This design comes from an exercise in tuning for small area and a short achievable clock period on the open sky130 flow, not from production work. No run shown here included a check of the RTL's function; only the layout flow was run. No driver is modelled on the clock port, so clocking that relies on it looks cheaper here than on a real chip. Power figures rest on the tool's default switching activity, not on a simulated workload.

## flow/design.v (module list and top-level ports; edited modules follow where they fit)
// module neuron_mac: 742 lines
// module nm_fa: 4 lines
// module nm_x2: 3 lines
// module nm_ha: 4 lines
// module nm_add1: 3 lines
// module nm_add8c: 45 lines
// module nm_wdec: 5 lines
module neuron_mac #(
    parameter int BITS       = 32,
    parameter int NUM_INPUTS = 3,
    parameter int W_BITS     = 16,
    parameter int B_BITS     = 32
) (
    input  logic                     clk,
    input  logic                     rst,
    input  logic                     start,
    input  logic                     in_valid,
    output logic                     in_ready,
    input  logic signed [BITS-1:0]   x_in,
    input  logic                     w_we,
    input  logic [7:0]               w_addr,
    input  logic signed [W_BITS-1:0] w_data,
    input  logic                     bias_we,
    input  logic signed [B_BITS-1:0] bias_data,
    output logic [BITS+24:0]         mult_sum_out,
    output logic [31:0]              counter,
    output logic                     out_valid
);
  // ...
==> flow/flow/run.sh <==
#!/bin/bash
# Own flow: the standard layout (standard.sh, with the standard synthesis unchanged), with
#  - every port still buffered by buffer_ports, with a plain buffer cell instead of the delay
#    buffer it picks by default;
#  - after CTS, flow/skew.tcl (POST_CTS_TCL hook) clocks the multiplier's launch registers from
#    buffers on the clock root, so their clock arrives earlier (skew for internal paths only).
# make's full output goes to make_finish.log; each ORFS step logs to orfs/logs/.
set -euo pipefail
MARGIN=7
TNS=10
BUFCELL=sky130_fd_sc_hd__buf_1
bash standard.sh SETUP_SLACK_MARGIN=$MARGIN TNS_END_PERCENT=$TNS \
  "BUFFER_PORTS_ARGS=-buffer_cell $BUFCELL" "POST_CTS_TCL=$PWD/flow/skew.tcl" \
  finish > make_finish.log 2>&1
==> flow/flow/skew.tcl <==
# POST_CTS hook: clock the registers that launch the multiplier stage (x_q, the Booth digit
# registers neg_q/one_q/two_q or their copies u_dig_*, act_q and first_q) from new clock
# buffers driven by the clock root buffer instead of the leaf buffers. Their clock then
# arrives earlier than the other registers' clocks. They launch only into the multiplier tree
# and the accumulator's start select (internal register-to-register paths), so this skew
# helps those paths; the input paths into them lose the same amount.
set block [ord::get_db_block]
set db [ord::get_db]
set root [$block findInst clkbuf_0_clk]
if { $root == "NULL" } { error "skew.tcl: no clock root buffer clkbuf_0_clk" }
set rnet [[$root findITerm X] getNet]
set master [$db findMaster sky130_fd_sc_hd__clkbuf_16]
set sinks {}
foreach inst [$block getInsts] {
  set name [$inst getName]
  if { [regexp {^(x_q|neg_q|one_q|two_q)\\?\[} $name] || [regexp {^(act_q|first_q|u_dig_)} $name] } {
    if { [$inst findITerm CLK] != "NULL" } { lappend sinks $inst }
  }
}
puts "skew.tcl: [llength $sinks] early-clocked registers"
# split the sinks into four groups by quadrant (median x, then median y), one buffer each
proc median { vals } {
  set s [lsort -integer $vals]
  return [lindex $s [expr {[llength $s] / 2}]]
}
set xs {}
foreach s $sinks { lappend xs [lindex [$s getLocation] 0] }
set mx [median $xs]
set halves [list {} {}]
foreach s $sinks {
  set h [expr {[lindex [$s getLocation] 0] < $mx ? 0 : 1}]
  lset halves $h [concat [lindex $halves $h] [list $s]]
}
set groups {}
foreach half $halves {
  if { [llength $half] == 0 } { continue }
  set ys {}
  foreach s $half { lappend ys [lindex [$s getLocation] 1] }
  set my [median $ys]
  set lo {}; set hi {}
  foreach s $half {
    if { [lindex [$s getLocation] 1] < $my } { lappend lo $s } else { lappend hi $s }
  }
  lappend groups $lo $hi
}
set k 0
foreach grp $groups {
  if { [llength $grp] == 0 } { continue }
  set sx 0; set sy 0
  foreach s $grp { set loc [$s getLocation]; incr sx [lindex $loc 0]; incr sy [lindex $loc 1] }
  set cx [expr {$sx / [llength $grp]}]; set cy [expr {$sy / [llength $grp]}]
  set buf [odb::dbInst_create $block $master "clkbuf_early_$k"]
  set net [odb::dbNet_create $block "clk_early_$k"]
  $net setSigType CLOCK
  [$buf findITerm A] connect $rnet
  [$buf findITerm X] connect $net
  $buf setLocation $cx $cy
  $buf setPlacementStatus PLACED
  foreach s $grp {
    set it [$s findITerm CLK]
    $it disconnect
    $it connect $net
  }
  incr k
}
set_placement_padding -global -left $::env(CELL_PAD_IN_SITES_DETAIL_PLACEMENT) -right $::env(CELL_PAD_IN_SITES_DETAIL_PLACEMENT)
detailed_placement
check_placement -verbose
estimate_parasitics -placement
report_clock_skew
report_worst_slack -max
==> flow/standard.sh <==
#!/bin/bash
# synth_recipe.tcl (not shown) runs the flow's synth.tcl, then flattens the netlist and writes it again
# the make line also repeats each setting of config.mk as NAME=value (left out here)
make -C /OpenROAD-flow-scripts/flow DESIGN_CONFIG=/design/flow/config.mk WORK_HOME=/design/flow/orfs CLKGATE_MAP_FILE= SYNTH_SCRIPT=/design/flow/synth_recipe.tcl "${@:-finish}"
==> flow/config.mk <==
export PLATFORM = sky130hd
export DESIGN_NAME = neuron_mac
export DESIGN_NICKNAME = neuron_mac
export VERILOG_FILES = /design/flow/design.v
export SDC_FILE = /design/flow/constraint.sdc
export NUM_CORES = 4
export LEC_CHECK = 0
export CAP_MARGIN = 20
export CORE_MARGIN = 2
export CORE_UTILIZATION = 45
export CTS_CLUSTER_DIAMETER = 100
export CTS_CLUSTER_SIZE = 30
export SLEW_MARGIN = 20
export SYNTH_HIERARCHICAL = 1
==> flow/constraint.sdc <==
create_clock -name core_clock -period 11.0 [get_ports {clk}]
set_input_delay 2.2000 -clock core_clock [delete_from_list [all_inputs] [get_ports {clk}]]
set_output_delay 2.2000 -clock core_clock [all_outputs]
set_load 0.01 [all_outputs]
==> metrics.md, run 1 <==
| Metric | Value |
|---|---|
| Row count | `80` |
| Total Routing Usage GR | `approximately a quarter` |
| # diodes | `1` |
| Nets | `2362` |
| P&R area growth vs syn | `7.83%` |
| Cell breakdown of the critical path | `a21o_4 > a21oi_4 > buf_12 > buf_4 > o21a_4 > buf_4 > nor3b_1 > xor2_1 > buf_1` |
| # port buffers | `154` |
| Unrepaired setup endpoints after global routing | `yes` |
| Cells after DPL | `2515` |
| Minimum clock period | `4.65 ns` |
| Sw Pwr | `1.63 mW` |
| CTS tree | `built` |
| Setup TNS | `0 ns` |
| Seq Cell Count | `257` |
| P_clk | `0.744 mW` |
| Worst hold stages | `1` |
| DRC | `0` |
| Worst setup startpoint | `sum_cb[0]` |
| Slew HR | `35.1%` |
| Status | `no timing/DRC/antenna violations` |
| Maximum VDD drop | `about 0.10 mV` |
| WHS | `0.503 ns` |
| Flop pwr share | `a little over a third` |
| Crit path top cell by count | `buf_4` |
| Comb pwr share | `45.4%` |
| Cell Area, Synth | `0.0217 mm2` |
| Startpoint class of the critical path | `register` |
| CP Capture Type | `primary output` |
| Total Power | `4.07 mW` |
| Endpoints failing hold | `0` |
| Top-level port count | `185` |
| DR pass1 iterations | `6` |
| Reg clk slew, reported paths | `0.10 ns` |
| Worst path top cell family by delay | `buffers and inverters` |
| WP depth | `9` |
| Commonest cells after routing, fill and taps aside | `255 x xnor2_1, 246 x a22oi_1, 227 x fa_1` |
| Post-DP HPWL | `~40 mm` |
| WL final | `57.7 mm` |
| Die height | `223 um` |
| Syn. warnings | `7` |
| Worst-path fanout max | `6` |
| Area-dominant cell class after layout | `multi-input gates` |
| R2R Path Start | `x_q[20]` |
==> run 2, diff against run 1 <==
--- a/flow/design.v
+++ b/flow/design.v
@@ -26,16 +26,18 @@
     logic [15:0]   w0_q, w1_q, w2_q;
     logic [31:0]   bias_q, bias_d;
     logic [W-1:0]  sum_q, init;
     logic [W-1:0]  acc_s;           
     logic [5:0]   acc_cb, cb_d, sum_cb;  
     logic [5:0]   ao_d, sum_ao;  
     logic [6:1]   cin;
     logic [W-1:0]  res;
+    logic [W-1:0]  accin_s, o_s;    
+    logic [5:0]   accin_cb, acc_ao, o_cb, o_ao;
     logic [W-1:0]  acc_d, tr_a, tr_b;
     logic [31:0]   x_q;
     logic [7:0]    neg_q, one_q, two_q;
     logic          act_q;
     logic          first_q;          
     logic [15:0]   wcur;
     logic [16:0]   wx;
     logic [7:0]    neg_d, one_d, two_d;
@@ -61,40 +63,28 @@
             state_q <= IDLE;
             cnt_q   <= 2'd0;
         end else begin
             state_q <= state_d;
             if (go)        cnt_q <= 2'd0;
             else if (take) cnt_q <= cnt_q + 2'd1;
         end
     end
-    logic       wsel_ok;
-    logic [2:0] wen_lo, wen_hi;
-    assign wsel_ok = idle & w_we & ~|w_addr[7:2];
-    nm_wdec u_wdec_lo (.ok(wsel_ok), .a(w_addr[1:0]), .en(wen_lo));
-    nm_wdec u_wdec_hi (.ok(wsel_ok), .a(w_addr[1:0]), .en(wen_hi));
     assign bias_d = (idle && bias_we) ? bias_data : bias_q;
     always_ff @(posedge clk or posedge rst) begin
         if (rst) begin
             bias_q <= '0;
             w0_q   <= '0;
             w1_q   <= '0;
             w2_q   <= '0;
         end else begin
             bias_q <= bias_d;
-            for (int i = 0; i < 8; i++) begin
-                if (wen_lo[0]) w0_q[i] <= w_data[i];
-                if (wen_lo[1]) w1_q[i] <= w_data[i];
-                if (wen_lo[2]) w2_q[i] <= w_data[i];
-            end
-            for (int i = 8; i < 16; i++) begin
-                if (wen_hi[0]) w0_q[i] <= w_data[i];
-                if (wen_hi[1]) w1_q[i] <= w_data[i];
-                if (wen_hi[2]) w2_q[i] <= w_data[i];
-            end
+            if (idle && w_we && w_addr == 8'd0) w0_q <= w_data;
+            if (idle && w_we && w_addr == 8'd1) w1_q <= w_data;
+            if (idle && w_we && w_addr == 8'd2) w2_q <= w_data;
         end
     end
     assign wcur = cnt_q == 2'd0 ? w0_q : cnt_q == 2'd1 ? w1_q : w2_q;
     assign wx   = {wcur, 1'b0};
     always_comb begin
         for (int i = 0; i < 8; i++) begin
             neg_d[i] = take & wx[2*i+2] & ~(wx[2*i+1] & wx[2*i]);
             one_d[i] = take & (wx[2*i+1] ^ wx[2*i]);
@@ -121,73 +111,73 @@
                    (({32{one_q[4]}} & x_q) | ({32{two_q[4]}} & {x_q[30:0], 1'b0})) ^ {32{neg_q[4]}}};
     assign pp5 = {~(((one_q[5] | two_q[5]) & x_q[31]) ^ neg_q[5]) & act_q,
                    (({32{one_q[5]}} & x_q) | ({32{two_q[5]}} & {x_q[30:0], 1'b0})) ^ {32{neg_q[5]}}};
     assign pp6 = {~(((one_q[6] | two_q[6]) & x_q[31]) ^ neg_q[6]) & act_q,
                    (({32{one_q[6]}} & x_q) | ({32{two_q[6]}} & {x_q[30:0], 1'b0})) ^ {32{neg_q[6]}}};
     assign pp7 = {~(((one_q[7] | two_q[7]) & x_q[31]) ^ neg_q[7]) & act_q,
                    (({32{one_q[7]}} & x_q) | ({32{two_q[7]}} & {x_q[30:0], 1'b0})) ^ {32{neg_q[7]}}};
     wire hs0, hc0;
-    nm_ha u_ha0 (.a(acc_s[14]), .b(neg_q[7]), .s(hs0), .co(hc0));
+    nm_ha u_ha0 (.a(accin_s[14]), .b(neg_q[7]), .s(hs0), .co(hc0));
     wire hs1, hc1;
-    nm_ha u_ha1 (.a(acc_s[15]), .b(pp0[15]), .s(hs1), .co(hc1));
+    nm_ha u_ha1 (.a(accin_s[15]), .b(pp0[15]), .s(hs1), .co(hc1));
     wire fs0, fc0;
-    nm_fa u_fa0 (.a(acc_cb[1]), .b(acc_s[16]), .c(pp0[16]), .s(fs0), .co(fc0));
+    nm_fa u_fa0 (.a(accin_cb[1]), .b(accin_s[16]), .c(pp0[16]), .s(fs0), .co(fc0));
     wire hs2, hc2;
-    nm_ha u_ha2 (.a(acc_s[17]), .b(pp0[17]), .s(hs2), .co(hc2));
+    nm_ha u_ha2 (.a(accin_s[17]), .b(pp0[17]), .s(hs2), .co(hc2));
     wire hs3, hc3;
-    nm_ha u_ha3 (.a(acc_s[18]), .b(pp0[18]), .s(hs3), .co(hc3));
+    nm_ha u_ha3 (.a(accin_s[18]), .b(pp0[18]), .s(hs3), .co(hc3));
     wire hs4, hc4;
-    nm_ha u_ha4 (.a(acc_s[19]), .b(pp0[19]), .s(hs4), .co(hc4));
+    nm_ha u_ha4 (.a(accin_s[19]), .b(pp0[19]), .s(hs4), .co(hc4));
     wire hs5, hc5;
-    nm_ha u_ha5 (.a(acc_s[20]), .b(pp0[20]), .s(hs5), .co(hc5));
+    nm_ha u_ha5 (.a(accin_s[20]), .b(pp0[20]), .s(hs5), .co(hc5));
     wire hs6, hc6;
-    nm_ha u_ha6 (.a(acc_s[21]), .b(pp0[21]), .s(hs6), .co(hc6));
+    nm_ha u_ha6 (.a(accin_s[21]), .b(pp0[21]), .s(hs6), .co(hc6));
     wire hs7, hc7;
-    nm_ha u_ha7 (.a(acc_s[22]), .b(pp0[22]), .s(hs7), .co(hc7));
+    nm_ha u_ha7 (.a(accin_s[22]), .b(pp0[22]), .s(hs7), .co(hc7));
     wire hs8, hc8;
-    nm_ha u_ha8 (.a(acc_s[23]), .b(pp0[23]), .s(hs8), .co(hc8));
+    nm_ha u_ha8 (.a(accin_s[23]), .b(pp0[23]), .s(hs8), .co(hc8));
     wire fs1, fc1;
-    nm_fa u_fa1 (.a(acc_cb[2]), .b(acc_s[24]), .c(pp0[24]), .s(fs1), .co(fc1));
+    nm_fa u_fa1 (.a(accin_cb[2]), .b(accin_s[24]), .c(pp0[24]), .s(fs1), .co(fc1));
     wire hs9, hc9;
-    nm_ha u_ha9 (.a(acc_s[25]), .b(pp0[25]), .s(hs9), .co(hc9));
+    nm_ha u_ha9 (.a(accin_s[25]), .b(pp0[25]), .s(hs9), .co(hc9));
     wire hs10, hc10;
-    nm_ha u_ha10 (.a(acc_s[26]), .b(pp0[26]), .s(hs10), .co(hc10));
+    nm_ha u_ha10 (.a(accin_s[26]), .b(pp0[26]), .s(hs10), .co(hc10));
     wire hs11, hc11;
-    nm_ha u_ha11 (.a(acc_s[27]), .b(pp0[27]), .s(hs11), .co(hc11));
+    nm_ha u_ha11 (.a(accin_s[27]), .b(pp0[27]), .s(hs11), .co(hc11));
     wire hs12, hc12;
-    nm_ha u_ha12 (.a(acc_s[28]), .b(pp0[28]), .s(hs12), .co(hc12));
+    nm_ha u_ha12 (.a(accin_s[28]), .b(pp0[28]), .s(hs12), .co(hc12));
     wire hs13, hc13;
-    nm_ha u_ha13 (.a(acc_s[29]), .b(pp0[29]), .s(hs13), .co(hc13));
+    nm_ha u_ha13 (.a(accin_s[29]), .b(pp0[29]), .s(hs13), .co(hc13));
     wire hs14, hc14;
-    nm_ha u_ha14 (.a(acc_s[30]), .b(pp0[30]), .s(hs14), .co(hc14));
+    nm_ha u_ha14 (.a(accin_s[30]), .b(pp0[30]), .s(hs14), .co(hc14));
     wire hs15, hc15;
-    nm_ha u_ha15 (.a(acc_s[31]), .b(pp0[31]), .s(hs15), .co(hc15));
+    nm_ha u_ha15 (.a(accin_s[31]), .b(pp0[31]), .s(hs15), .co(hc15));
     wire fs2, fc2;
-    nm_fa u_fa2 (.a(acc_cb[3]), .b(acc_s[32]), .c(pp0[32]), .s(fs2), .co(fc2));
+    nm_fa u_fa2 (.a(accin_cb[3]), .b(accin_s[32]), .c(pp0[32]), .s(fs2), .co(fc2));
     wire fs3, fc3;
-    nm_fa u_fa3 (.a(acc_cb[0]), .b(acc_s[8]), .c(neg_q[4]), .s(fs3), .co(fc3));
+    nm_fa u_fa3 (.a(accin_cb[0]), .b(accin_s[8]), .c(neg_q[4]), .s(fs3), .co(fc3));
     wire hs16, hc16;
-    nm_ha u_ha16 (.a(acc_s[9]), .b(pp0[9]), .s(hs16), .co(hc16));
+    nm_ha u_ha16 (.a(accin_s[9]), .b(pp0[9]), .s(hs16), .co(hc16));
     wire fs4, fc4;
-    nm_fa u_fa4 (.a(acc_s[10]), .b(neg_q[5]), .c(pp0[10]), .s(fs4), .co(fc4));
+    nm_fa u_fa4 (.a(accin_s[10]), .b(neg_q[5]), .c(pp0[10]), .s(fs4), .co(fc4));
     wire hs17, hc17;
     nm_ha u_ha17 (.a(pp1[8]), .b(pp2[6]), .s(hs17), .co(hc17));
     wire fs5, fc5;
-    nm_fa u_fa5 (.a(acc_s[11]), .b(pp0[11]), .c(pp1[9]), .s(fs5), .co(fc5));
+    nm_fa u_fa5 (.a(accin_s[11]), .b(pp0[11]), .c(pp1[9]), .s(fs5), .co(fc5));
     wire hs18, hc18;
     nm_ha u_ha18 (.a(pp2[7]), .b(pp3[5]), .s(hs18), .co(hc18));
     wire fs6, fc6;
-    nm_fa u_fa6 (.a(acc_s[12]), .b(neg_q[6]), .c(pp0[12]), .s(fs6), .co(fc6));
+    nm_fa u_fa6 (.a(accin_s[12]), .b(neg_q[6]), .c(pp0[12]), .s(fs6), .co(fc6));
     wire fs7, fc7;
     nm_fa u_fa7 (.a(pp1[10]), .b(pp2[8]), .c(pp3[6]), .s(fs7), .co(fc7));
     wire hs19, hc19;
     nm_ha u_ha19 (.a(pp4[4]), .b(pp5[2]), .s(hs19), .co(hc19));
     wire fs8, fc8;
-    nm_fa u_fa8 (.a(acc_s[13]), .b(pp0[13]), .c(pp1[11]), .s(fs8), .co(fc8));
+    nm_fa u_fa8 (.a(accin_s[13]), .b(pp0[13]), .c(pp1[11]), .s(fs8), .co(fc8));
     wire fs9, fc9;
     nm_fa u_fa9 (.a(pp2[9]), .b(pp3[7]), .c(pp4[5]), .s(fs9), .co(fc9));
     wire hs20, hc20;
     nm_ha u_ha20 (.a(pp5[3]), .b(pp6[1]), .s(hs20), .co(hc20));
     wire fs10, fc10;
     nm_fa u_fa10 (.a(hs0), .b(pp0[14]), .c(pp1[12]), .s(fs10), .co(fc10));
     wire fs11, fc11;
     nm_fa u_fa11 (.a(pp2[10]), .b(pp3[8]), .c(pp4[6]), .s(fs11), .co(fc11));
@@ -297,49 +287,49 @@
     nm_fa u_fa63 (.a(pp7[17]), .b(hc14), .c(hs15), .s(fs63), .co(fc63));
     wire fs64, fc64;
     nm_fa u_fa64 (.a(pp1[30]), .b(pp2[28]), .c(pp3[26]), .s(fs64), .co(fc64));
     wire fs65, fc65;
     nm_fa u_fa65 (.a(pp4[24]), .b(pp5[22]), .c(pp6[20]), .s(fs65), .co(fc65));
     wire fs66, fc66;
     nm_fa u_fa66 (.a(pp7[18]), .b(hc15), .c(fs2), .s(fs66), .co(fc66));
     wire fs67, fc67;
-    nm_fa u_fa67 (.a(acc_s[33]), .b(pp1[31]), .c(pp2[29]), .s(fs67), .co(fc67));
+    nm_fa u_fa67 (.a(accin_s[33]), .b(pp1[31]), .c(pp2[29]), .s(fs67), .co(fc67));
     wire fs68, fc68;
     nm_fa u_fa68 (.a(pp3[27]), .b(pp4[25]), .c(pp5[23]), .s(fs68), .co(fc68));
     wire fs69, fc69;
     nm_fa u_fa69 (.a(pp6[21]), .b(pp7[19]), .c(fc2), .s(fs69), .co(fc69));
     wire fs70, fc70;
-    nm_fa u_fa70 (.a(acc_s[34]), .b(pp1[32]), .c(pp2[30]), .s(fs70), .co(fc70));
+    nm_fa u_fa70 (.a(accin_s[34]), .b(pp1[32]), .c(pp2[30]), .s(fs70), .co(fc70));
     wire fs71, fc71;
     nm_fa u_fa71 (.a(pp3[28]), .b(pp4[26]), .c(pp5[24]), .s(fs71), .co(fc71));
     wire hs21, hc21;
     nm_ha u_ha21 (.a(pp6[22]), .b(pp7[20]), .s(hs21), .co(hc21));
     wire fs72, fc72;
-    nm_fa u_fa72 (.a(acc_s[35]), .b(pp2[31]), .c(pp3[29]), .s(fs72), .co(fc72));
+    nm_fa u_fa72 (.a(accin_s[35]), .b(pp2[31]), .c(pp3[29]), .s(fs72), .co(fc72));
     wire fs73, fc73;
     nm_fa u_fa73 (.a(pp4[27]), .b(pp5[25]), .c(pp6[23]), .s(fs73), .co(fc73));
     wire fs74, fc74;
-    nm_fa u_fa74 (.a(acc_s[36]), .b(pp2[32]), .c(pp3[30]), .s(fs74), .co(fc74));
+    nm_fa u_fa74 (.a(accin_s[36]), .b(pp2[32]), .c(pp3[30]), .s(fs74), .co(fc74));
     wire hs22, hc22;
     nm_ha u_ha22 (.a(pp4[28]), .b(pp5[26]), .s(hs22), .co(hc22));
     wire fs75, fc75;
-    nm_fa u_fa75 (.a(acc_s[37]), .b(pp3[31]), .c(pp4[29]), .s(fs75), .co(fc75));
+    nm_fa u_fa75 (.a(accin_s[37]), .b(pp3[31]), .c(pp4[29]), .s(fs75), .co(fc75));
     wire hs23, hc23;
-    nm_ha u_ha23 (.a(acc_s[38]), .b(pp3[32]), .s(hs23), .co(hc23));
+    nm_ha u_ha23 (.a(accin_s[38]), .b(pp3[32]), .s(hs23), .co(hc23));
     wire hs24, hc24;
-    nm_ha u_ha24 (.a(acc_s[4]), .b(neg_q[2]), .s(hs24), .co(hc24));
+    nm_ha u_ha24 (.a(accin_s[4]), .b(neg_q[2]), .s(hs24), .co(hc24));
     wire hs25, hc25;
-    nm_ha u_ha25 (.a(acc_s[5]), .b(pp0[5]), .s(hs25), .co(hc25));
+    nm_ha u_ha25 (.a(accin_s[5]), .b(pp0[5]), .s(hs25), .co(hc25));
     wire fs76, fc76;
-    nm_fa u_fa76 (.a(acc_s[6]), .b(neg_q[3]), .c(pp0[6]), .s(fs76), .co(fc76));
+    nm_fa u_fa76 (.a(accin_s[6]), .b(neg_q[3]), .c(pp0[6]), .s(fs76), .co(fc76));
     wire hs26, hc26;
     nm_ha u_ha26 (.a(pp1[4]), .b(pp2[2]), .s(hs26), .co(hc26));
     wire fs77, fc77;
-    nm_fa u_fa77 (.a(acc_s[7]), .b(pp0[7]), .c(pp1[5]), .s(fs77), .co(fc77));
+    nm_fa u_fa77 (.a(accin_s[7]), .b(pp0[7]), .c(pp1[5]), .s(fs77), .co(fc77));
     wire hs27, hc27;
     nm_ha u_ha27 (.a(pp2[3]), .b(pp3[1]), .s(hs27), .co(hc27));
     wire fs78, fc78;
     nm_fa u_fa78 (.a(fs3), .b(pp0[8]), .c(pp1[6]), .s(fs78), .co(fc78));
     wire fs79, fc79;
     nm_fa u_fa79 (.a(pp2[4]), .b(pp3[2]), .c(pp4[0]), .s(fs79), .co(fc79));
     wire fs80, fc80;
     nm_fa u_fa80 (.a(fc3), .b(pp1[7]), .c(pp2[5]), .s(fs80), .co(fc80));
@@ -457,31 +447,31 @@
     nm_fa u_fa136 (.a(pp5[27]), .b(pp6[25]), .c(pp7[23]), .s(fs136), .co(fc136));
     wire fs137, fc137;
     nm_fa u_fa137 (.a(hc22), .b(fc74), .c(fs75), .s(fs137), .co(fc137));
     wire fs138, fc138;
     nm_fa u_fa138 (.a(pp4[30]), .b(pp5[28]), .c(pp6[26]), .s(fs138), .co(fc138));
     wire fs139, fc139;
     nm_fa u_fa139 (.a(pp7[24]), .b(hs23), .c(fc75), .s(fs139), .co(fc139));
     wire fs140, fc140;
-    nm_fa u_fa140 (.a(acc_s[39]), .b(pp4[31]), .c(pp5[29]), .s(fs140), .co(fc140));
+    nm_fa u_fa140 (.a(accin_s[39]), .b(pp4[31]), .c(pp5[29]), .s(fs140), .co(fc140));
     wire fs141, fc141;
     nm_fa u_fa141 (.a(pp6[27]), .b(pp7[25]), .c(hc23), .s(fs141), .co(fc141));
     wire fs142, fc142;
-    nm_fa u_fa142 (.a(acc_cb[4]), .b(acc_s[40]), .c(pp4[32]), .s(fs142), .co(fc142));
+    nm_fa u_fa142 (.a(accin_cb[4]), .b(accin_s[40]), .c(pp4[32]), .s(fs142), .co(fc142));
     wire fs143, fc143;
     nm_fa u_fa143 (.a(pp5[30]), .b(pp6[28]), .c(pp7[26]), .s(fs143), .co(fc143));
     wire fs144, fc144;
-    nm_fa u_fa144 (.a(acc_s[41]), .b(pp5[31]), .c(pp6[29]), .s(fs144), .co(fc144));
+    nm_fa u_fa144 (.a(accin_s[41]), .b(pp5[31]), .c(pp6[29]), .s(fs144), .co(fc144));
     wire hs28, hc28;
-    nm_ha u_ha28 (.a(acc_s[42]), .b(pp5[32]), .s(hs28), .co(hc28));
+    nm_ha u_ha28 (.a(accin_s[42]), .b(pp5[32]), .s(hs28), .co(hc28));
     wire hs29, hc29;
-    nm_ha u_ha29 (.a(acc_s[2]), .b(neg_q[1]), .s(hs29), .co(hc29));
+    nm_ha u_ha29 (.a(accin_s[2]), .b(neg_q[1]), .s(hs29), .co(hc29));
     wire hs30, hc30;
-    nm_ha u_ha30 (.a(acc_s[3]), .b(pp0[3]), .s(hs30), .co(hc30));
+    nm_ha u_ha30 (.a(accin_s[3]), .b(pp0[3]), .s(hs30), .co(hc30));
     wire fs145, fc145;
     nm_fa u_fa145 (.a(hs24), .b(pp0[4]), .c(pp1[2]), .s(fs145), .co(fc145));
     wire fs146, fc146;
     nm_fa u_fa146 (.a(hc24), .b(pp1[3]), .c(pp2[1]), .s(fs146), .co(fc146));
     wire fs147, fc147;
     nm_fa u_fa147 (.a(pp3[0]), .b(hc25), .c(hs26), .s(fs147), .co(fc147));
     wire fs148, fc148;
     nm_fa u_fa148 (.a(hc26), .b(hs27), .c(fc76), .s(fs148), .co(fc148));
@@ -551,23 +541,23 @@
     nm_fa u_fa180 (.a(fc138), .b(fs140), .c(fs141), .s(fs180), .co(fc180));
     wire fs181, fc181;
     nm_fa u_fa181 (.a(fc140), .b(fs142), .c(fs143), .s(fs181), .co(fc181));
     wire fs182, fc182;
     nm_fa u_fa182 (.a(pp7[27]), .b(fc142), .c(fc143), .s(fs182), .co(fc182));
     wire fs183, fc183;
     nm_fa u_fa183 (.a(pp6[30]), .b(pp7[28]), .c(hs28), .s(fs183), .co(fc183));
     wire fs184, fc184;
-    nm_fa u_fa184 (.a(acc_s[43]), .b(pp6[31]), .c(pp7[29]), .s(fs184), .co(fc184));
+    nm_fa u_fa184 (.a(accin_s[43]), .b(pp6[31]), .c(pp7[29]), .s(fs184), .co(fc184));
     wire hs31, hc31;
-    nm_ha u_ha31 (.a(acc_s[44]), .b(pp6[32]), .s(hs31), .co(hc31));
+    nm_ha u_ha31 (.a(accin_s[44]), .b(pp6[32]), .s(hs31), .co(hc31));
     wire hs32, hc32;
-    nm_ha u_ha32 (.a(acc_s[0]), .b(neg_q[0]), .s(hs32), .co(hc32));
+    nm_ha u_ha32 (.a(accin_s[0]), .b(neg_q[0]), .s(hs32), .co(hc32));
     wire hs33, hc33;
-    nm_ha u_ha33 (.a(acc_s[1]), .b(pp0[1]), .s(hs33), .co(hc33));
+    nm_ha u_ha33 (.a(accin_s[1]), .b(pp0[1]), .s(hs33), .co(hc33));
     wire fs185, fc185;
     nm_fa u_fa185 (.a(hs29), .b(pp0[2]), .c(pp1[0]), .s(fs185), .co(fc185));
     wire fs186, fc186;
     nm_fa u_fa186 (.a(hc29), .b(pp1[1]), .c(hs30), .s(fs186), .co(fc186));
     wire fs187, fc187;
     nm_fa u_fa187 (.a(pp2[0]), .b(hc30), .c(fs145), .s(fs187), .co(fc187));
     wire fs188, fc188;
     nm_fa u_fa188 (.a(hs25), .b(fc145), .c(fs146), .s(fs188), .co(fc188));
@@ -645,104 +635,105 @@
     nm_fa u_fa224 (.a(fs144), .b(fc181), .c(fs182), .s(fs224), .co(fc224));
     wire fs225, fc225;
     nm_fa u_fa225 (.a(fc144), .b(fs183), .c(fc182), .s(fs225), .co(fc225));
     wire fs226, fc226;
     nm_fa u_fa226 (.a(hc28), .b(fs184), .c(fc183), .s(fs226), .co(fc226));
     wire fs227, fc227;
     nm_fa u_fa227 (.a(pp7[30]), .b(hs31), .c(fc184), .s(fs227), .co(fc227));
     wire fs228, fc228;
-    nm_fa u_fa228 (.a(acc_s[45]), .b(pp7[31]), .c(hc31), .s(fs228), .co(fc228));
+    nm_fa u_fa228 (.a(accin_s[45]), .b(pp7[31]), .c(hc31), .s(fs228), .co(fc228));
     wire hs34, hc34;
-    nm_ha u_ha34 (.a(acc_s[46]), .b(pp7[32]), .s(hs34), .co(hc34));
-    assign tr_a = {acc_cb[5], acc_s[47], hs34, fs228, fs227, fs226, fs225, fs224, fs223, fc221, fc220, fc219, fs219, fs218, fc216, fc215, fc214, fc213, fc212, fc211, fc210, fs210, fc208, fc207, fc206, fc205, fc204, fc203, fc202, fs202, fc200, fc199, fc198, fc197, fc196, fc195, fc194, fc193, fc192, fc191, fc190, fc189, fc188, fc187, fc186, fc185, hc33, hc32, hs32};
-    assign tr_b = {acc_s[48], hc34, fc228, fc227, fc226, fc225, fc224, fc223, fc222, fs222, fs221, fs220, fc218, fc217, fs217, fs216, fs215, fs214, fs213, fs212, fs211, fc209, fs209, fs208, fs207, fs206, fs205, fs204, fs203, fc201, fs201, fs200, fs199, fs198, fs197, fs196, fs195, fs194, fs193, fs192, fs191, fs190, fs189, fs188, fs187, fs186, fs185, hs33, pp0[0]};
+    nm_ha u_ha34 (.a(accin_s[46]), .b(pp7[32]), .s(hs34), .co(hc34));
+    assign tr_a = {accin_cb[5], accin_s[47], hs34, fs228, fs227, fs226, fs225, fs224, fs223, fc221, fc220, fc219, fs219, fs218, fc216, fc215, fc214, fc213, fc212, fc211, fc210, fs210, fc208, fc207, fc206, fc205, fc204, fc203, fc202, fs202, fc200, fc199, fc198, fc197, fc196, fc195, fc194, fc193, fc192, fc191, fc190, fc189, fc188, fc187, fc186, fc185, hc33, hc32, hs32};
+    assign tr_b = {accin_s[48], hc34, fc228, fc227, fc226, fc225, fc224, fc223, fc222, fs222, fs221, fs220, fc218, fc217, fs217, fs216, fs215, fs214, fs213, fs212, fs211, fc209, fs209, fs208, fs207, fs206, fs205, fs204, fs203, fc201, fs201, fs200, fs199, fs198, fs197, fs196, fs195, fs194, fs193, fs192, fs191, fs190, fs189, fs188, fs187, fs186, fs185, hs33, pp0[0]};
     assign init = {1'b1, 1'b0, 1'b0, 1'b0, 1'b0, 1'b0, 1'b0, 1'b0, 1'b0, 1'b0, 1'b0, 1'b0, 1'b0, 1'b0, 1'b0, 1'b0, ~bias_q[31], bias_q};
+    assign accin_s  = first_q ? init : acc_s;
+    assign accin_cb = first_q ? '0 : acc_cb;
     always_ff @(posedge clk) begin
-        if (first_q) begin
-            acc_s  <= init;
-            acc_cb <= '0;
-        end else begin
-            acc_s  <= acc_d;
-            acc_cb <= cb_d;
-        end
+        acc_s  <= acc_d;
+        acc_cb <= cb_d;
+        acc_ao <= ao_d;
     end
     nm_add8c u_add0 (.a(tr_a[7:0]), .b(tr_b[7:0]), .s(acc_d[7:0]), .co(cb_d[0]), .ao(ao_d[0]));
     nm_add8c u_add1 (.a(tr_a[15:8]), .b(tr_b[15:8]), .s(acc_d[15:8]), .co(cb_d[1]), .ao(ao_d[1]));
     nm_add8c u_add2 (.a(tr_a[23:16]), .b(tr_b[23:16]), .s(acc_d[23:16]), .co(cb_d[2]), .ao(ao_d[2]));
     nm_add8c u_add3 (.a(tr_a[31:24]), .b(tr_b[31:24]), .s(acc_d[31:24]), .co(cb_d[3]), .ao(ao_d[3]));
     nm_add8c u_add4 (.a(tr_a[39:32]), .b(tr_b[39:32]), .s(acc_d[39:32]), .co(cb_d[4]), .ao(ao_d[4]));
     nm_add8c u_add5 (.a(tr_a[47:40]), .b(tr_b[47:40]), .s(acc_d[47:40]), .co(cb_d[5]), .ao(ao_d[5]));
     nm_add1 u_add6 (.a(tr_a[48:48]), .b(tr_b[48:48]), .s(acc_d[48:48]));
     always_ff @(posedge clk or posedge rst) begin
         if (rst) begin
             sum_q  <= '0;
             sum_cb <= '0;
             sum_ao <= '0;
-        end else if (state_q == BIAS) begin
-            sum_q  <= acc_d;
-            sum_cb <= cb_d;
-            sum_ao <= ao_d;
+        end else if (state_q == DONE) begin
+            sum_q  <= acc_s;
+            sum_cb <= acc_cb;
+            sum_ao <= acc_ao;
         end
     end
-    assign cin[1] = (sum_cb[0]);
-    assign cin[2] = (sum_cb[0] & sum_ao[1]) | (sum_cb[1]);
-    assign cin[3] = (sum_cb[0] & sum_ao[1] & sum_ao[2]) | (sum_cb[1] & sum_ao[2]) | (sum_cb[2]);
-    assign cin[4] = (sum_cb[0] & sum_ao[1] & sum_ao[2] & sum_ao[3]) | (sum_cb[1] & sum_ao[2] & sum_ao[3]) | (sum_cb[2] & sum_ao[3]) | (sum_cb[3]);
-    assign cin[5] = (sum_cb[0] & sum_ao[1] & sum_ao[2] & sum_ao[3] & sum_ao[4]) | (sum_cb[1] & sum_ao[2] & sum_ao[3] & sum_ao[4]) | (sum_cb[2] & sum_ao[3] & sum_ao[4]) | (sum_cb[3] & sum_ao[4]) | (sum_cb[4]);
-    assign cin[6] = (sum_cb[0] & sum_ao[1] & sum_ao[2] & sum_ao[3] & sum_ao[4] & sum_ao[5]) | (sum_cb[1] & sum_ao[2] & sum_ao[3] & sum_ao[4] & sum_ao[5]) | (sum_cb[2] & sum_ao[3] & sum_ao[4] & sum_ao[5]) | (sum_cb[3] & sum_ao[4] & sum_ao[5]) | (sum_cb[4] & sum_ao[5]) | (sum_cb[5]);
-    assign res[0] = sum_q[0];
-    assign res[1] = sum_q[1];
-    assign res[2] = sum_q[2];
-    assign res[3] = sum_q[3];
-    assign res[4] = sum_q[4];
-    assign res[5] = sum_q[5];
-    assign res[6] = sum_q[6];
-    assign res[7] = sum_q[7];
-    nm_x2 u_r8 (.a(sum_q[8]), .b(cin[1]), .y(res[8]));
-    nm_x2 u_r9 (.a(sum_q[9]), .b(cin[1] & (&sum_q[8:8])), .y(res[9]));
-    nm_x2 u_r10 (.a(sum_q[10]), .b(cin[1] & (&sum_q[9:8])), .y(res[10]));
-    nm_x2 u_r11 (.a(sum_q[11]), .b(cin[1] & (&sum_q[10:8])), .y(res[11]));
-    nm_x2 u_r12 (.a(sum_q[12]), .b(cin[1] & (&sum_q[11:8])), .y(res[12]));
-    nm_x2 u_r13 (.a(sum_q[13]), .b(cin[1] & (&sum_q[12:8])), .y(res[13]));
-    nm_x2 u_r14 (.a(sum_q[14]), .b(cin[1] & (&sum_q[13:8])), .y(res[14]));
-    nm_x2 u_r15 (.a(sum_q[15]), .b(cin[1] & (&sum_q[14:8])), .y(res[15]));
-    nm_x2 u_r16 (.a(sum_q[16]), .b(cin[2]), .y(res[16]));
-    nm_x2 u_r17 (.a(sum_q[17]), .b(cin[2] & (&sum_q[16:16])), .y(res[17]));
-    nm_x2 u_r18 (.a(sum_q[18]), .b(cin[2] & (&sum_q[17:16])), .y(res[18]));
-    nm_x2 u_r19 (.a(sum_q[19]), .b(cin[2] & (&sum_q[18:16])), .y(res[19]));
-    nm_x2 u_r20 (.a(sum_q[20]), .b(cin[2] & (&sum_q[19:16])), .y(res[20]));
-    nm_x2 u_r21 (.a(sum_q[21]), .b(cin[2] & (&sum_q[20:16])), .y(res[21]));
-    nm_x2 u_r22 (.a(sum_q[22]), .b(cin[2] & (&sum_q[21:16])), .y(res[22]));
-    nm_x2 u_r23 (.a(sum_q[23]), .b(cin[2] & (&sum_q[22:16])), .y(res[23]));
-    nm_x2 u_r24 (.a(sum_q[24]), .b(cin[3]), .y(res[24]));
-    nm_x2 u_r25 (.a(sum_q[25]), .b(cin[3] & (&sum_q[24:24])), .y(res[25]));
-    nm_x2 u_r26 (.a(sum_q[26]), .b(cin[3] & (&sum_q[25:24])), .y(res[26]));
-    nm_x2 u_r27 (.a(sum_q[27]), .b(cin[3] & (&sum_q[26:24])), .y(res[27]));
-    nm_x2 u_r28 (.a(sum_q[28]), .b(cin[3] & (&sum_q[27:24])), .y(res[28]));
-    nm_x2 u_r29 (.a(sum_q[29]), .b(cin[3] & (&sum_q[28:24])), .y(res[29]));
-    nm_x2 u_r30 (.a(sum_q[30]), .b(cin[3] & (&sum_q[29:24])), .y(res[30]));
-    nm_x2 u_r31 (.a(sum_q[31]), .b(cin[3] & (&sum_q[30:24])), .y(res[31]));
-    nm_x2 u_r32 (.a(sum_q[32]), .b(cin[4]), .y(res[32]));
-    nm_x2 u_r33 (.a(sum_q[33]), .b(cin[4] & (&sum_q[32:32])), .y(res[33]));
-    nm_x2 u_r34 (.a(sum_q[34]), .b(cin[4] & (&sum_q[33:32])), .y(res[34]));
-    nm_x2 u_r35 (.a(sum_q[35]), .b(cin[4] & (&sum_q[34:32])), .y(res[35]));
-    nm_x2 u_r36 (.a(sum_q[36]), .b(cin[4] & (&sum_q[35:32])), .y(res[36]));
-    nm_x2 u_r37 (.a(sum_q[37]), .b(cin[4] & (&sum_q[36:32])), .y(res[37]));
-    nm_x2 u_r38 (.a(sum_q[38]), .b(cin[4] & (&sum_q[37:32])), .y(res[38]));
-    nm_x2 u_r39 (.a(sum_q[39]), .b(cin[4] & (&sum_q[38:32])), .y(res[39]));
-    nm_x2 u_r40 (.a(sum_q[40]), .b(cin[5]), .y(res[40]));
-    nm_x2 u_r41 (.a(sum_q[41]), .b(cin[5] & (&sum_q[40:40])), .y(res[41]));
-    nm_x2 u_r42 (.a(sum_q[42]), .b(cin[5] & (&sum_q[41:40])), .y(res[42]));
-    nm_x2 u_r43 (.a(sum_q[43]), .b(cin[5] & (&sum_q[42:40])), .y(res[43]));
-    nm_x2 u_r44 (.a(sum_q[44]), .b(cin[5] & (&sum_q[43:40])), .y(res[44]));
-    nm_x2 u_r45 (.a(sum_q[45]), .b(cin[5] & (&sum_q[44:40])), .y(res[45]));
-    nm_x2 u_r46 (.a(sum_q[46]), .b(cin[5] & (&sum_q[45:40])), .y(res[46]));
-    nm_x2 u_r47 (.a(sum_q[47]), .b(cin[5] & (&sum_q[46:40])), .y(res[47]));
-    nm_x2 u_r48 (.a(sum_q[48]), .b(cin[6]), .y(res[48]));
+    assign o_s  = (state_q == DONE) ? acc_s  : sum_q;
+    assign o_cb = (state_q == DONE) ? acc_cb : sum_cb;
+    assign o_ao = (state_q == DONE) ? acc_ao : sum_ao;
+    assign cin[1] = (o_cb[0]);
+    assign cin[2] = (o_cb[0] & o_ao[1]) | (o_cb[1]);
+    assign cin[3] = (o_cb[0] & o_ao[1] & o_ao[2]) | (o_cb[1] & o_ao[2]) | (o_cb[2]);
+    assign cin[4] = (o_cb[0] & o_ao[1] & o_ao[2] & o_ao[3]) | (o_cb[1] & o_ao[2] & o_ao[3]) | (o_cb[2] & o_ao[3]) | (o_cb[3]);
+    assign cin[5] = (o_cb[0] & o_ao[1] & o_ao[2] & o_ao[3] & o_ao[4]) | (o_cb[1] & o_ao[2] & o_ao[3] & o_ao[4]) | (o_cb[2] & o_ao[3] & o_ao[4]) | (o_cb[3] & o_ao[4]) | (o_cb[4]);
+    assign cin[6] = (o_cb[0] & o_ao[1] & o_ao[2] & o_ao[3] & o_ao[4] & o_ao[5]) | (o_cb[1] & o_ao[2] & o_ao[3] & o_ao[4] & o_ao[5]) | (o_cb[2] & o_ao[3] & o_ao[4] & o_ao[5]) | (o_cb[3] & o_ao[4] & o_ao[5]) | (o_cb[4] & o_ao[5]) | (o_cb[5]);
+    assign res[0] = o_s[0];
+    assign res[1] = o_s[1];
+    assign res[2] = o_s[2];
+    assign res[3] = o_s[3];
+    assign res[4] = o_s[4];
+    assign res[5] = o_s[5];
+    assign res[6] = o_s[6];
+    assign res[7] = o_s[7];
+    nm_x2 u_r8 (.a(o_s[8]), .b(cin[1]), .y(res[8]));
+    nm_x2 u_r9 (.a(o_s[9]), .b(cin[1] & (&o_s[8:8])), .y(res[9]));
+    nm_x2 u_r10 (.a(o_s[10]), .b(cin[1] & (&o_s[9:8])), .y(res[10]));
+    nm_x2 u_r11 (.a(o_s[11]), .b(cin[1] & (&o_s[10:8])), .y(res[11]));
+    nm_x2 u_r12 (.a(o_s[12]), .b(cin[1] & (&o_s[11:8])), .y(res[12]));
+    nm_x2 u_r13 (.a(o_s[13]), .b(cin[1] & (&o_s[12:8])), .y(res[13]));
+    nm_x2 u_r14 (.a(o_s[14]), .b(cin[1] & (&o_s[13:8])), .y(res[14]));
+    nm_x2 u_r15 (.a(o_s[15]), .b(cin[1] & (&o_s[14:8])), .y(res[15]));
+    nm_x2 u_r16 (.a(o_s[16]), .b(cin[2]), .y(res[16]));
+    nm_x2 u_r17 (.a(o_s[17]), .b(cin[2] & (&o_s[16:16])), .y(res[17]));
+    nm_x2 u_r18 (.a(o_s[18]), .b(cin[2] & (&o_s[17:16])), .y(res[18]));
+    nm_x2 u_r19 (.a(o_s[19]), .b(cin[2] & (&o_s[18:16])), .y(res[19]));
+    nm_x2 u_r20 (.a(o_s[20]), .b(cin[2] & (&o_s[19:16])), .y(res[20]));
+    nm_x2 u_r21 (.a(o_s[21]), .b(cin[2] & (&o_s[20:16])), .y(res[21]));
+    nm_x2 u_r22 (.a(o_s[22]), .b(cin[2] & (&o_s[21:16])), .y(res[22]));
+    nm_x2 u_r23 (.a(o_s[23]), .b(cin[2] & (&o_s[22:16])), .y(res[23]));
+    nm_x2 u_r24 (.a(o_s[24]), .b(cin[3]), .y(res[24]));
+    nm_x2 u_r25 (.a(o_s[25]), .b(cin[3] & (&o_s[24:24])), .y(res[25]));
+    nm_x2 u_r26 (.a(o_s[26]), .b(cin[3] & (&o_s[25:24])), .y(res[26]));
+    nm_x2 u_r27 (.a(o_s[27]), .b(cin[3] & (&o_s[26:24])), .y(res[27]));
+    nm_x2 u_r28 (.a(o_s[28]), .b(cin[3] & (&o_s[27:24])), .y(res[28]));
+    nm_x2 u_r29 (.a(o_s[29]), .b(cin[3] & (&o_s[28:24])), .y(res[29]));
+    nm_x2 u_r30 (.a(o_s[30]), .b(cin[3] & (&o_s[29:24])), .y(res[30]));
+    nm_x2 u_r31 (.a(o_s[31]), .b(cin[3] & (&o_s[30:24])), .y(res[31]));
+    nm_x2 u_r32 (.a(o_s[32]), .b(cin[4]), .y(res[32]));
+    nm_x2 u_r33 (.a(o_s[33]), .b(cin[4] & (&o_s[32:32])), .y(res[33]));
+    nm_x2 u_r34 (.a(o_s[34]), .b(cin[4] & (&o_s[33:32])), .y(res[34]));
+    nm_x2 u_r35 (.a(o_s[35]), .b(cin[4] & (&o_s[34:32])), .y(res[35]));
+    nm_x2 u_r36 (.a(o_s[36]), .b(cin[4] & (&o_s[35:32])), .y(res[36]));
+    nm_x2 u_r37 (.a(o_s[37]), .b(cin[4] & (&o_s[36:32])), .y(res[37]));
+    nm_x2 u_r38 (.a(o_s[38]), .b(cin[4] & (&o_s[37:32])), .y(res[38]));
+    nm_x2 u_r39 (.a(o_s[39]), .b(cin[4] & (&o_s[38:32])), .y(res[39]));
+    nm_x2 u_r40 (.a(o_s[40]), .b(cin[5]), .y(res[40]));
+    nm_x2 u_r41 (.a(o_s[41]), .b(cin[5] & (&o_s[40:40])), .y(res[41]));
+    nm_x2 u_r42 (.a(o_s[42]), .b(cin[5] & (&o_s[41:40])), .y(res[42]));
+    nm_x2 u_r43 (.a(o_s[43]), .b(cin[5] & (&o_s[42:40])), .y(res[43]));
+    nm_x2 u_r44 (.a(o_s[44]), .b(cin[5] & (&o_s[43:40])), .y(res[44]));
+    nm_x2 u_r45 (.a(o_s[45]), .b(cin[5] & (&o_s[44:40])), .y(res[45]));
+    nm_x2 u_r46 (.a(o_s[46]), .b(cin[5] & (&o_s[45:40])), .y(res[46]));
+    nm_x2 u_r47 (.a(o_s[47]), .b(cin[5] & (&o_s[46:40])), .y(res[47]));
+    nm_x2 u_r48 (.a(o_s[48]), .b(cin[6]), .y(res[48]));
     assign mult_sum_out = {{(57-W){res[W-1]}}, res};
 endmodule
 module nm_fa (input logic a, input logic b, input logic c, output logic s, output logic co);
     assign s  = a ^ b ^ c;
     assign co = (a & b) | (a & c) | (b & c);
 endmodule
 module nm_x2 (input logic a, input logic b, output logic y);
     assign y = a ^ b;
@@ -794,13 +785,8 @@
     nm_x2 u_s3 (.a(p0[3]), .b(g2_2), .y(s[3]));
     nm_x2 u_s4 (.a(p0[4]), .b(g2_3), .y(s[4]));
     nm_x2 u_s5 (.a(p0[5]), .b(g3_4), .y(s[5]));
     nm_x2 u_s6 (.a(p0[6]), .b(g3_5), .y(s[6]));
     nm_x2 u_s7 (.a(p0[7]), .b(g3_6), .y(s[7]));
     assign co = g3_7;
     assign ao = &p0;    
 endmodule
-module nm_wdec (input logic ok, input logic [1:0] a, output logic [2:0] en);
-    assign en[0] = ok & (a == 2'd0);
-    assign en[1] = ok & (a == 2'd1);
-    assign en[2] = ok & (a == 2'd2);
-endmodule
--- a/flow/flow/skew.tcl
+++ b/flow/flow/skew.tcl
@@ -1,25 +1,24 @@
 # POST_CTS hook: clock the registers that launch the multiplier stage (x_q, the Booth digit
-# registers neg_q/one_q/two_q or their copies u_dig_*, act_q and first_q) from new clock
-# buffers driven by the clock root buffer instead of the leaf buffers. Their clock then
-# arrives earlier than the other registers' clocks. They launch only into the multiplier tree
-# and the accumulator's start select (internal register-to-register paths), so this skew
-# helps those paths; the input paths into them lose the same amount.
+# registers neg_q/one_q/two_q, act_q and first_q) from new clock buffers driven by the clock
+# root buffer instead of the leaf buffers. Their clock then arrives earlier than the other
+# registers' clocks. They launch only into the multiplier tree and the accumulator's start
+# select (internal register-to-register paths), so this skew helps those paths; the input
+# paths into them lose the same amount.
 set block [ord::get_db_block]
 set db [ord::get_db]
 set root [$block findInst clkbuf_0_clk]
 if { $root == "NULL" } { error "skew.tcl: no clock root buffer clkbuf_0_clk" }
 set rnet [[$root findITerm X] getNet]
 set master [$db findMaster sky130_fd_sc_hd__clkbuf_16]
 set sinks {}
 foreach inst [$block getInsts] {
-  set name [$inst getName]
-  if { [regexp {^(x_q|neg_q|one_q|two_q)\\?\[} $name] || [regexp {^(act_q|first_q|u_dig_)} $name] } {
-    if { [$inst findITerm CLK] != "NULL" } { lappend sinks $inst }
+  if { [regexp {^(x_q|neg_q|one_q|two_q)\\?\[} [$inst getName]] || [regexp {^(act_q|first_q)} [$inst getName]] } {
+    lappend sinks $inst
   }
 }
 puts "skew.tcl: [llength $sinks] early-clocked registers"
 # split the sinks into four groups by quadrant (median x, then median y), one buffer each
 proc median { vals } {
   set s [lsort -integer $vals]
   return [lindex $s [expr {[llength $s] / 2}]]
 }
==> flow/config.mk (replaced) <==
export PLATFORM = sky130hd
export DESIGN_NAME = neuron_mac
export DESIGN_NICKNAME = neuron_mac
export VERILOG_FILES = /design/flow/design.v
export SDC_FILE = /design/flow/constraint.sdc
export NUM_CORES = 4
export LEC_CHECK = 0
export CAP_MARGIN = 20
export CORE_MARGIN = 2
export CORE_UTILIZATION = 45
export SLEW_MARGIN = 20
export SYNTH_HIERARCHICAL = 1
==> run 2 against run 1 <==
Net effect: still clean on timing, DRC and antenna; first-iteration DRC count is 10% higher; register-to-register slack worse by 0.37 ns; global-route usage is 1.0 points higher; worst setup slack worse by 0.47 ns; final cell count is 3.4% higher.
==> metrics.md, run 2 <==
| Metric | Value |
|---|---|
| Finished Core Util | `50.5% (was 49.0%)` |
| Peak Freq | `196 MHz (was 215 MHz)` |
| PD cells | `193 mW/mm2 (was 174 mW/mm2)` |
| Startpoint class of the critical path | `register (unchanged)` |
| Minimum clock period | `5.11 ns (was 4.65 ns)` |
| Core area | `0.0479 mm2 (was 0.0476 mm2)` |
| Post-DP HPWL | `40.4 mm (was 39.0 mm)` |
| Total gr overflow | `0 (unchanged)` |
| Cell Area, Synth | `0.0219 mm2 (was 0.0217 mm2)` |
| # diodes | `0 (was 1)` |
| Synth Area per Inst | `11.1 um2 (was 11.2 um2)` |
| # port buffers | `154 (unchanged)` |
| Arrival time worst endpoint | `2.91 ns (was 2.45 ns)` |
| CP Capture Type | `primary output (unchanged)` |
| Vias in the first global route | `16600 (was 15700)` |
| Cells after DPL | `2570 (was 2515)` |
| Wirelength per Cell | `22.9 um (was 22.5 um)` |
| Share of cells above drive strength 1 | `17.3% (was 18.9%)` |
| Routability cong. | `0.831 (was 0.890)` |
| Nets | `2434 (was 2362)` |
| Detailed Route Iter0 Violations | `1278 (was 1159)` |
| Largest registers | `acc_s: 49 flops, sum_q: 49 flops (unchanged)` |
| CP peak stage delay | `0.40 ns (was 0.38 ns)` |
| WL final | `60.8 mm (was 57.7 mm)` |
| Row count | `80 (unchanged)` |
| Die area | `0.0505 mm2 (was 0.0499 mm2)` |
| Final period util | `46.5% (was 42.2%)` |
| Antenna Nets Post-Route | `0 (unchanged)` |
| Sink Count | `262 (was 257)` |
| Die W | `225 um (was 223 um)` |
| Required time of the critical path | `8.80 ns (about the same)` |
| Worst Tran Pin Value | `1.02 ns (was 0.974 ns)` |
| Routed vias/inst | `5.81 (was 5.74)` |
| First-pass GRT wire length | `95.5 mm (was 90.5 mm)` |
| Critical path type | `reg2out (unchanged)` |
| CTS tree | `built (unchanged)` |
| Reg clk slew, reported paths | `0.06 ns (was 0.10 ns)` |
| Die height | `225 um (was 223 um)` |
| Worst skew pair latency | `0.68 ns (was 0.60 ns)` |
| Slew Viols, Final | `0 (unchanged)` |
| Endpoints failing hold | `0 (unchanged)` |
| Slowest CP cell | `dfrtp_1 (unchanged)` |
| # Max-Cap Violations | `0 (unchanged)` |
| Syn. warnings | `7 (unchanged)` |
| Cells after Synth | `1975 (was 1926)` |
| Status | `no timing/DRC/antenna violations (unchanged)` |
| Total Routing Usage GR | `24.6% (was 23.6%)` |
| Vias | `15400 (was 14700)` |
| Maximum VDD drop | `0.183 mV (was 0.103 mV)` |
| Top-level port count | `185 (unchanged)` |
| Cell Count, Final, Fillers Out | `2653 (was 2567)` |
| Worst Hold Class | `reg2reg (unchanged)` |
| DRC | `0 (unchanged)` |
| Final Skew | `0.331 ns (was 0.259 ns)` |
| P&R area growth vs syn | `10.4% (was 7.83%)` |
| Setup TNS | `0 ns (unchanged)` |
| Initial core utilization | `45.7% (was 45.5%)` |
| Most common cell after layout, fill and taps aside | `xnor2_1 (unchanged)` |
| Leakage | `10.8 nW (was 10.3 nW)` |
| DR pass1 iterations | `6 (unchanged)` |
| Antenna violations before repair | `1 (unchanged)` |
| Total Power | `4.67 mW (was 4.07 mW)` |
| Worst-path fanout max | `6 (unchanged)` |
| Final setup fails | `0 (unchanged)` |
| Pin count of the biggest net entering global routing | `63 (was 64)` |
| Slew HR | `31.6% (was 35.1%)` |
| Cell breakdown of the critical path | `ha_4 > buf_12 > mux2i_4 > a2111oi_4 > buf_6 > o211ai_1 > buf_4 > a211oi_2 > xor2_1 > buf_2 (was a21o_4 > a21oi_4 > buf_12 > buf_4 > o21a_4 > buf_4 > nor3b_1 > xor2_1 > buf_1)` |
| Commonest cells after routing, fill and taps aside | `257 x xnor2_1, 248 x a22oi_1, 229 x fa_1 (was 255 x xnor2_1, 246 x a22oi_1, 227 x fa_1)` |
| Unrepaired setup endpoints after global routing | `yes (unchanged)` |
==> run 2: changes by cell type in the layout (fill, tap and decap cells not counted), moves of 7 or more <==
cell | before | now
dfxtp_4 | 11 | 0
buf_4 | 32 | 42
nand2_1 | 45 | 57
dfxtp_2 | 33 | 15
clkbuf_8 | 0 | 7
mux2_2 | 172 | 152
dfxtp_1 | 69 | 103
inv_1 | 37 | 56
clkbuf_16 | 19 | 38
mux2i_1 | 17 | 30
==> run 2: layer usage <==
layer / GRT usage, % / vias to the layer above / routed length [um]
met5: 0 / - / 0
met4: 8.12 / 0 / 1710
met3: 5.32 / 122 / 4860
met2: 40.0 / 645 / 28400
met1: 32.7 / 7861 / 25900
li1: - / 6790 / -
==> run 2: per-stage QoR <==
| stage | worst slack [ns] | instance area (um2) | hold WS, ns |
|---|---|---|---|
| detailed placement | 5.51 | 22600 | 0.490 |
| global placement | 5.62 | 22600 | 0.474 |
| finish | 5.89 | 24200 | 0.486 |
| floorplan | 6.60 | 22100 | 0.462 |
| global route | 5.79 | 24200 | 0.503 |
==> run 2: worst paths after layout <==
kind                                  from                to  slack (ns)  cells past startpoint
worst max-delay path            state_q[0]  mult_sum_out[47]        5.89                     10
worst min-delay path              acc_s[2]          sum_q[2]        0.49                      1
worst max register to register     first_q         acc_s[29]        6.14                     14
worst min register to register    acc_s[2]          sum_q[2]        0.49                      1
max in group asynchronous              rst         sum_q[25]        8.21                      3
min in group asynchronous              rst           w1_q[4]        1.58                      2
==> run 2: worst max-delay path, delay by kind of cell, from the launching register on <==
family	cells	cell delay, ns
AO/OA/AOI/OAI	3	0.57
flip-flops	1	0.40
buffers and inverters	4	0.67
adder cells (fa/ha/maj)	1	0.25
XOR/XNOR	1	0.15
multiplexers	1	0.19
==> run 2: power by group <==
part / total, mW / switching (mW) / internal, mW / leakage (nW)
registers: 1.41 / 0.184 / 1.23 / 2.84
clock network: 1.17 / 0.476 / 0.696 / 0.583
logic: 2.08 / 1.16 / 0.916 / 7.36
==> run 2: final cells by class, clock buffers not listed <==
class	instances	area, um2
Inverter	63	240
Fill cell	4319	23700
Clock inverter	14	130
Tap cell	615	769
Sequential cell	262	5980
Timing Repair Buffer	202	1040
Multi-Input combinational cell	1449	15000
Buffer	4	100

==> static timing again, ports no longer ideal <==
How much do the figures lean on ideal ports? The routed layouts below were timed once more, with nothing changed but the port constraints. Step 1 assumes that a clkbuf_16 drives the clock port and a buf_2 every other input. Step 2, shift: input delay + t, output delay - t, t = (earliest + latest rising clock arrival at the registers) / 2. This alone moves slack from input paths to output paths. Slacks: no drivers / after step 1 / after step 2; pairs: no drivers / after step 1.
run	t, ns	slack for setup (ns)	latest minus earliest clock arrival (ns)	worst data-port slew with drivers (ns)	pins driven straight from the clock port
run 1	0.530	6.355 / 6.299 / 6.481	0.259 / 0.259	0.07	1
run 2	0.567	5.886 / 5.829 / 6.141	0.331 / 0.331	0.05	1
Clock arrivals are far apart in run 2, so t is only a midpoint there and step 2 fits no single register.
